This is an optimization exercise on Yosys and OpenROAD, whose aim is small area, a short achievable clock period and few clock cycles per item, not a production implementation. In this exercise RTL edits were held to simulation tests only and were not proved equivalent to the original.

==> trial 51: inputs <==
==> flow/design.v <==
module data_mem_mc #(
  parameter int    DATA_W    = 32,
  parameter int    ADDR_W    = 10,
  parameter int    DEPTH     = 128,
  parameter int    LATENCY   = 2,
  parameter        INIT_FILE = ""
) (
  input  logic              clk,
  input  logic              rst,
  input  logic              req_valid_i,
  output logic              req_ready_o,
  input  logic              req_we_i,
  input  logic [ADDR_W-1:0] req_addr_i,
  input  logic [DATA_W-1:0] req_wdata_i,
  output logic              rsp_valid_o,
  input  logic              rsp_ready_i,
  output logic [DATA_W-1:0] rsp_rdata_o,
  output logic [1:0]        rsp_exc_o
);
  localparam int IDX_W = $clog2(DEPTH);
  logic [DATA_W-1:0] mem_q [DEPTH];
  logic              a_valid_q;
  logic              a_we_q;
  logic [1:0]        a_exc_q;
  logic [DEPTH-1:0]  a_sel_q;
  logic [DATA_W-1:0] a_wdata_q;
  logic              q0_valid_q, q1_valid_q, q2_valid_q;
  logic [1:0]        q0_exc_q, q1_exc_q, q2_exc_q;
  logic [DATA_W-1:0] q0_data_q, q1_data_q, q2_data_q;
  logic [1:0]        r_exc_q;
  logic [DATA_W-1:0] r_data_q;
  logic              ready_q;
  logic [1:0]        in_exc;
  logic [IDX_W-1:0]  in_idx;
  logic              accept, take;
  logic [DATA_W-1:0] rd_word, rd_data;
  assign in_exc[0] = |req_addr_i[1:0];
  assign in_exc[1] = req_addr_i[9];
  assign in_idx    = req_addr_i[2 +: IDX_W];
  assign accept = req_valid_i & ready_q;
  assign take   = q0_valid_q & rsp_ready_i;
  always_ff @(posedge clk) begin
    a_we_q    <= req_we_i;
    a_exc_q   <= in_exc;
    a_wdata_q <= req_wdata_i;
    for (int w = 0; w < DEPTH; w++)
      a_sel_q[w] <= ~|in_exc & (in_idx == IDX_W'(w));
  end
  always_ff @(posedge clk) begin
    for (int w = 0; w < DEPTH; w++)
      if (a_valid_q && a_we_q && a_sel_q[w])
        mem_q[w] <= a_wdata_q;
  end
  always_comb begin
    rd_word = '0;
    for (int w = 0; w < DEPTH; w++)
      rd_word = rd_word | (mem_q[w] & {DATA_W{a_sel_q[w]}});
  end
  assign rd_data = rd_word & {DATA_W{~a_we_q}};
  logic       shift;
  logic [1:0] a_pos;           
  logic       q0_v_d, q1_v_d, q2_v_d;
  logic [1:0] n_d;
  assign shift = take;
  always_comb begin
    logic [1:0] left;
    left = {1'b0, q0_valid_q} + {1'b0, q1_valid_q} + {1'b0, q2_valid_q} - {1'b0, shift};
    a_pos = left;
    q0_v_d = (left > 2'd0) | a_valid_q;
    q1_v_d = (left > 2'd1) | (a_valid_q & left >= 2'd1);
    q2_v_d = (left > 2'd2) | (a_valid_q & left >= 2'd2);
  end
  always_ff @(posedge clk) begin
    if (rst) begin
      a_valid_q  <= 1'b0;
      q0_valid_q <= 1'b0;
      q1_valid_q <= 1'b0;
      q2_valid_q <= 1'b0;
      ready_q    <= 1'b1;
    end else begin
      a_valid_q  <= accept;
      q0_valid_q <= q0_v_d;
      q1_valid_q <= q1_v_d;
      q2_valid_q <= q2_v_d;
      ready_q    <= ~(q2_v_d | (q1_v_d & accept));
    end
  end
  logic [1:0]        q0_exc_d;
  logic [DATA_W-1:0] q0_data_d;
  logic              q0_load;
  assign q0_load   = shift | ~q0_valid_q;
  logic r_from_q1, r_from_a;
  assign r_from_q1 = shift & q1_valid_q;
  assign r_from_a  = q0_load & ~r_from_q1;
  assign q0_exc_d  = (shift && q1_valid_q) ? q1_exc_q  : a_exc_q;
  assign q0_data_d = (shift && q1_valid_q) ? q1_data_q : rd_data;
  always_ff @(posedge clk) begin
    if (q0_load) begin
      q0_exc_q  <= q0_exc_d;
      q0_data_q <= q0_data_d;
    end
    if (shift && q2_valid_q) begin
      q1_exc_q  <= q2_exc_q;
      q1_data_q <= q2_data_q;
    end else if (a_pos == 2'd1) begin
      q1_exc_q  <= a_exc_q;
      q1_data_q <= rd_data;
    end
    if (a_pos == 2'd2) begin
      q2_exc_q  <= a_exc_q;
      q2_data_q <= rd_data;
    end
    r_exc_q  <= r_from_q1 ? q1_exc_q  : r_from_a ? a_exc_q : q0_exc_q;
    r_data_q <= r_from_q1 ? q1_data_q : r_from_a ? rd_data : q0_data_q;
  end
  assign req_ready_o = ready_q;
  assign rsp_valid_o = q0_valid_q;
  assign rsp_rdata_o = r_data_q;
  assign rsp_exc_o   = r_exc_q;
endmodule
==> flow/run.sh <==
#!/bin/bash
# synth_recipe.tcl (not shown) runs the flow's synth.tcl, then flattens the netlist and writes it again
# the make line also repeats each setting of config.mk as NAME=value (left out here)
make -C /OpenROAD-flow-scripts/flow DESIGN_CONFIG=/design/flow/config.mk WORK_HOME=/design/flow/orfs CLKGATE_MAP_FILE= SYNTH_SCRIPT=/design/flow/synth_recipe.tcl finish
==> flow/config.mk <==
export PLATFORM = sky130hd
export DESIGN_NAME = data_mem_mc
export DESIGN_NICKNAME = data_mem_mc
export VERILOG_FILES = /design/flow/design.v
export SDC_FILE = /design/flow/constraint.sdc
export NUM_CORES = 4
export LEC_CHECK = 0
export CAP_MARGIN = 20
export CORE_MARGIN = 2
export CORE_UTILIZATION = 60
export CTS_CLUSTER_DIAMETER = 90
export CTS_CLUSTER_SIZE = 25
export PLACE_DENSITY = 0.72
export SETUP_SLACK_MARGIN = 2.5
export SLEW_MARGIN = 20
==> flow/constraint.sdc <==
create_clock -name core_clock -period 5.0 [get_ports {clk}]
set_input_delay 1.0000 -clock core_clock [delete_from_list [all_inputs] [get_ports {clk}]]
set_output_delay 1.0000 -clock core_clock [all_outputs]
set_load 0.01 [all_outputs]
==> build 4: changes against trial 51 <==
--- a/flow/design.v
+++ b/flow/design.v
@@ -24,4 +24,5 @@
   logic [1:0]        a_exc_q;
   logic [DEPTH-1:0]  a_sel_q;
+  logic [3:0]        a_wr_q;
   logic [DATA_W-1:0] a_wdata_q;
   logic              q0_valid_q, q1_valid_q, q2_valid_q;
@@ -41,4 +42,12 @@
   assign take   = q0_valid_q & rsp_ready_i;
   always_ff @(posedge clk) begin
+    if (rst) begin
+      a_wr_q <= '0;
+    end else begin
+      for (int g = 0; g < 4; g++)
+        a_wr_q[g] <= accept & req_we_i & ~|in_exc & (in_idx[IDX_W-1 -: 2] == 2'(g));
+    end
+  end
+  always_ff @(posedge clk) begin
     a_we_q    <= req_we_i;
     a_exc_q   <= in_exc;
@@ -49,5 +58,5 @@
   always_ff @(posedge clk) begin
     for (int w = 0; w < DEPTH; w++)
-      if (a_valid_q && a_we_q && a_sel_q[w])
+      if (a_wr_q[w / (DEPTH / 4)] && a_sel_q[w])
         mem_q[w] <= a_wdata_q;
   end
==> flow/flow/run.sh (new file) <==
#!/bin/bash
# Layout flow: the standard flow (standard.sh) with two changes.
#  1. After floorplanning, the 4096 storage flip-flops are placed as a
#     bit-sliced array (place_mem.tcl): the 128 words of each data bit sit in
#     one block, so each bit's read multiplexer is local. They stay fixed.
#  2. Timing repair may size cells to any footprint (MATCH_CELL_FOOTPRINT=0).
# Each step writes its full output to its own log file in the work folder.
set -euo pipefail
res=orfs/results/${FLOW_PLATFORM}/data_mem_mc/base
bash standard.sh synth > flow_synth.log 2>&1
bash standard.sh MATCH_CELL_FOOTPRINT=0 floorplan > flow_floorplan.log 2>&1
PM_ODB=$res/2_floorplan.odb PM_NBX=4 PM_NBY=8 PM_NC=8 \
  openroad -no_init -exit flow/place_mem.tcl > flow_place_mem.log 2>&1
bash standard.sh MATCH_CELL_FOOTPRINT=0 finish > flow_finish.log 2>&1
==> flow/flow/place_mem.tcl (new file) <==
# Place the storage flip-flops as a bit-sliced array and fix them: the 128
# words of each data bit sit together in one block, so that the read
# multiplexer of each bit is local. Reads and rewrites the floorplan database
# named by PM_ODB; PM_NBX x PM_NBY blocks, PM_NC flip-flops per block row.
set odb $::env(PM_ODB)
read_db $odb
set block [ord::get_db_block]
set core [$block getCoreArea]
set cx0 [$core xMin]; set cy0 [$core yMin]; set cx1 [$core xMax]; set cy1 [$core yMax]
set rows [$block getRows]
set site [[lindex $rows 0] getSite]
set sw [$site getWidth]; set rh [$site getHeight]

# Rows by their y origin.
array set row_of {}
foreach r $rows {
  set o [$r getOrigin]
  set row_of([lindex $o 1]) $r
}
set ys [lsort -integer [array names row_of]]

# Occupied intervals per row (tap cells and anything already placed).
array set occ {}
foreach y $ys { set occ($y) {} }
foreach inst [$block getInsts] {
  if {[$inst getPlacementStatus] eq "NONE" || [$inst getPlacementStatus] eq "UNPLACED"} { continue }
  set bb [$inst getBBox]
  set y [$bb yMin]
  if {[info exists occ($y)]} { lappend occ($y) [list [$bb xMin] [$bb xMax]] }
}

proc free_at {y x w} {
  global occ
  foreach iv $occ($y) {
    if {$x < [lindex $iv 1] && [lindex $iv 0] < $x + $w} { return 0 }
  }
  return 1
}

set NBX $::env(PM_NBX)
set NBY $::env(PM_NBY)
set NC  $::env(PM_NC)
set NR  [expr {128 / $NC}]
set BW [expr {($cx1 - $cx0) / $NBX}]
set BH [expr {($cy1 - $cy0) / $NBY}]
set nrb [expr {$BH / $rh}]
puts "core [expr {($cx1-$cx0)/1000.0}] x [expr {($cy1-$cy0)/1000.0}] um, block [expr {$BW/1000.0}] x [expr {$BH/1000.0}] um, $nrb rows per block"
if {$nrb < $NR} { error "block has $nrb rows, need $NR" }

set placed 0
for {set b 0} {$b < 32} {incr b} {
  set bx [expr {$b % $NBX}]
  set by [expr {$b / $NBX}]
  set bx0 [expr {$cx0 + $bx * $BW}]
  set by0 [expr {$cy0 + $by * $BH}]
  for {set w 0} {$w < 128} {incr w} {
    set name [format {mem_q\[%d\]\[%d\]$_DFFE_PP_} $w $b]
    set inst [$block findInst $name]
    if {$inst eq "NULL"} { error "no instance $name" }
    set iw [[$inst getMaster] getWidth]
    set c [expr {$w % $NC}]
    set k [expr {$w / $NC}]
    set ri [expr {int(($k + 0.5) * $nrb / $NR)}]
    set y [expr {$cy0 + ([expr {($by0 - $cy0) / $rh}] + $ri) * $rh}]
    if {![info exists row_of($y)]} { error "no row at $y" }
    set row $row_of($y)
    set rx0 [lindex [$row getOrigin] 0]
    set xw [expr {$bx0 + int(($c + 0.5) * $BW / $NC) - $iw / 2}]
    set xs [expr {$rx0 + (($xw - $rx0) / $sw) * $sw}]
    set found 0
    for {set d 0} {$d < 200} {incr d} {
      foreach x [list [expr {$xs + $d * $sw}] [expr {$xs - $d * $sw}]] {
        if {$x >= $rx0 && $x + $iw <= $cx1 && [free_at $y $x $iw]} { set found 1; break }
      }
      if {$found} { break }
    }
    if {!$found} { error "no room for $name" }
    $inst setOrient [$row getOrient]
    $inst setLocation $x $y
    $inst setPlacementStatus FIRM
    lappend occ($y) [list $x [expr {$x + $iw}]]
    incr placed
  }
}
puts "placed $placed storage flip-flops"
write_db $odb
==> flow/standard.sh (new file) <==
#!/bin/bash
# synth_recipe.tcl (not shown) runs the flow's synth.tcl, then flattens the netlist and writes it again
# the make line also repeats each setting of config.mk as NAME=value (left out here)
make -C /OpenROAD-flow-scripts/flow DESIGN_CONFIG=/design/flow/config.mk WORK_HOME=/design/flow/orfs CLKGATE_MAP_FILE= SYNTH_SCRIPT=/design/flow/synth_recipe.tcl "${@:-finish}"
removed: flow/run.sh
==> trial 65: changes against trial 51 <==
==> flow/design.v (replaced) <==
module data_mem_mc #(
  parameter int    DATA_W    = 32,
  parameter int    ADDR_W    = 10,
  parameter int    DEPTH     = 128,
  parameter int    LATENCY   = 2,
  parameter        INIT_FILE = ""
) (
  input  logic              clk,
  input  logic              rst,
  input  logic              req_valid_i,
  output logic              req_ready_o,
  input  logic              req_we_i,
  input  logic [ADDR_W-1:0] req_addr_i,
  input  logic [DATA_W-1:0] req_wdata_i,
  output logic              rsp_valid_o,
  input  logic              rsp_ready_i,
  output logic [DATA_W-1:0] rsp_rdata_o,
  output logic [1:0]        rsp_exc_o
);
  localparam int IDX_W = $clog2(DEPTH);
  logic [DATA_W-1:0] mem_q [DEPTH];
  logic              o_valid_q, s_valid_q;
  logic [1:0]        o_exc_q, s_exc_q;
  logic [DATA_W-1:0] o_data_q, s_data_q;
  logic              ready_q;
  logic [1:0]        in_exc;
  logic [IDX_W-1:0]  in_idx;
  logic              in_legal;
  logic              accept, take;
  logic [DEPTH-1:0]  rd_sel;
  logic [DATA_W-1:0] in_data;
  assign in_exc[0] = |req_addr_i[1:0];
  assign in_exc[1] = req_addr_i[9];
  assign in_legal  = ~|in_exc;
  assign in_idx    = req_addr_i[2 +: IDX_W];
  assign accept = req_valid_i & ready_q;
  assign take   = o_valid_q & rsp_ready_i;
  always_comb begin
    for (int w = 0; w < DEPTH; w++)
      rd_sel[w] = in_legal & ~req_we_i & (in_idx == IDX_W'(w));
  end
  always_comb begin
    in_data = '0;
    for (int w = 0; w < DEPTH; w++)
      in_data = in_data | (mem_q[w] & {DATA_W{rd_sel[w]}});
  end
  always_ff @(posedge clk) begin
    for (int w = 0; w < DEPTH; w++)
      if (accept && !rst && in_legal && req_we_i && in_idx == IDX_W'(w))
        mem_q[w] <= req_wdata_i;
  end
  logic o_load, s_valid_d;
  assign o_load    = ~o_valid_q | take;
  assign s_valid_d = o_load ? (s_valid_q & accept) : (s_valid_q | accept);
  always_ff @(posedge clk) begin
    if (rst) begin
      o_valid_q <= 1'b0;
      s_valid_q <= 1'b0;
      ready_q   <= 1'b1;
    end else begin
      s_valid_q <= s_valid_d;
      ready_q   <= ~s_valid_d;
      if (o_load) o_valid_q <= s_valid_q | accept;
    end
  end
  always_ff @(posedge clk) begin
    if (o_load) begin
      o_exc_q  <= s_valid_q ? s_exc_q  : in_exc;
      o_data_q <= s_valid_q ? s_data_q : in_data;
    end
    if (accept) begin
      s_exc_q  <= in_exc;
      s_data_q <= in_data;
    end
  end
  assign req_ready_o = ready_q;
  assign rsp_valid_o = o_valid_q;
  assign rsp_rdata_o = o_data_q;
  assign rsp_exc_o   = o_exc_q;
endmodule
--- a/flow/config.mk
+++ b/flow/config.mk
@@ -8,8 +8,4 @@
 export CAP_MARGIN = 20
 export CORE_MARGIN = 2
-export CORE_UTILIZATION = 60
-export CTS_CLUSTER_DIAMETER = 90
-export CTS_CLUSTER_SIZE = 25
-export PLACE_DENSITY = 0.72
-export SETUP_SLACK_MARGIN = 2.5
+export CORE_UTILIZATION = 40
 export SLEW_MARGIN = 20
==> summary of the runs <==
- Clock skew: trial 51 is lower than trial 65 (67 ps).
- Wire length: trial 51 is lower than trial 65 (43%).
- Between trial 51 and trial 65, the lower sequential cell count is in trial 65 (gap 233).
- Build 4 died in 5_1_grt. Trial 51 produced a clean layout. Trial 65 finished but fails on capacitance limit, slew limit, setup timing.
- Of trial 65 and trial 51, trial 51 has the higher sequential share of layout area (gap 11 points).
- Against trial 51, the critical path depth of trial 65 is higher by 7.
==> figures <==
metric	trial 51	trial 65	build 4
Critical Path Stages	7	14	-
Worst r2r path cells	7	8	-
Met2 wire length	228,000 um	372,000 um	-
Area occupied by multi-input gates	26,700 um2	29,900 um2	-
Setup bufs post-CTS	138	0	442
Critical path capture point	q1_data_q[14]$_DFFE_PP_	o_data_q[26]$_DFFE_PN_	-
Fraction of area in multi-input gates	0.154	0.152	-
Net count after synthesis	8,206	8,656	8,212
Result of the run	complete, no violations	failed layout checks	aborted with a tool error
Last stage reached	-	-	5_1_grt
Layout check failures	-	capacitance limit, slew limit, setup timing	-
Vias post-DR	92,400	118,000	-
Share of the synthesized netlist area taken by xor and xnor gates	0.0000560	0	0.0000562
Highest metal layer with signal wires	met5	met5	-
Testbench counts of trial 51, summed over its fixed seeds: cycles 32,016, items 32,000.
Testbench counts of build 4, summed over its fixed seeds: cycles 32,016, items 32,000.
Testbench counts of trial 65, summed over its fixed seeds: cycles 32,008, items 32,000.

[port drivers added, routing unchanged]
No port has a modelled driver above. Below, the same layouts with a new extraction and two added sets of constraints.
Step 1 assumes that a clkbuf_16 drives the clock port and a buf_2 every other input.
Step 2 times the ports against the registers' clock, not the clock port: input delays grow and output delays shrink by t, the midpoint of the rising clock arrivals with the driver on.
a / b / c = ideal ports / drivers / drivers and shift; a / b = the first two.
run | shift t [ns] | setup slack, ns | worst setup path after step 2 | latest minus earliest clock arrival (ns)
trial 51 | 1.028 | 2.062 / 2.062 / 1.594 | input to register | 0.062 / 0.062
trial 65 | 1.169 | -0.114 / -0.122 / -1.291 | input to register | 0.132 / 0.132
For trial 65, which loses most, drivers alone change the setup slack by -0.008 ns; drivers and shift together by -1.177 ns.
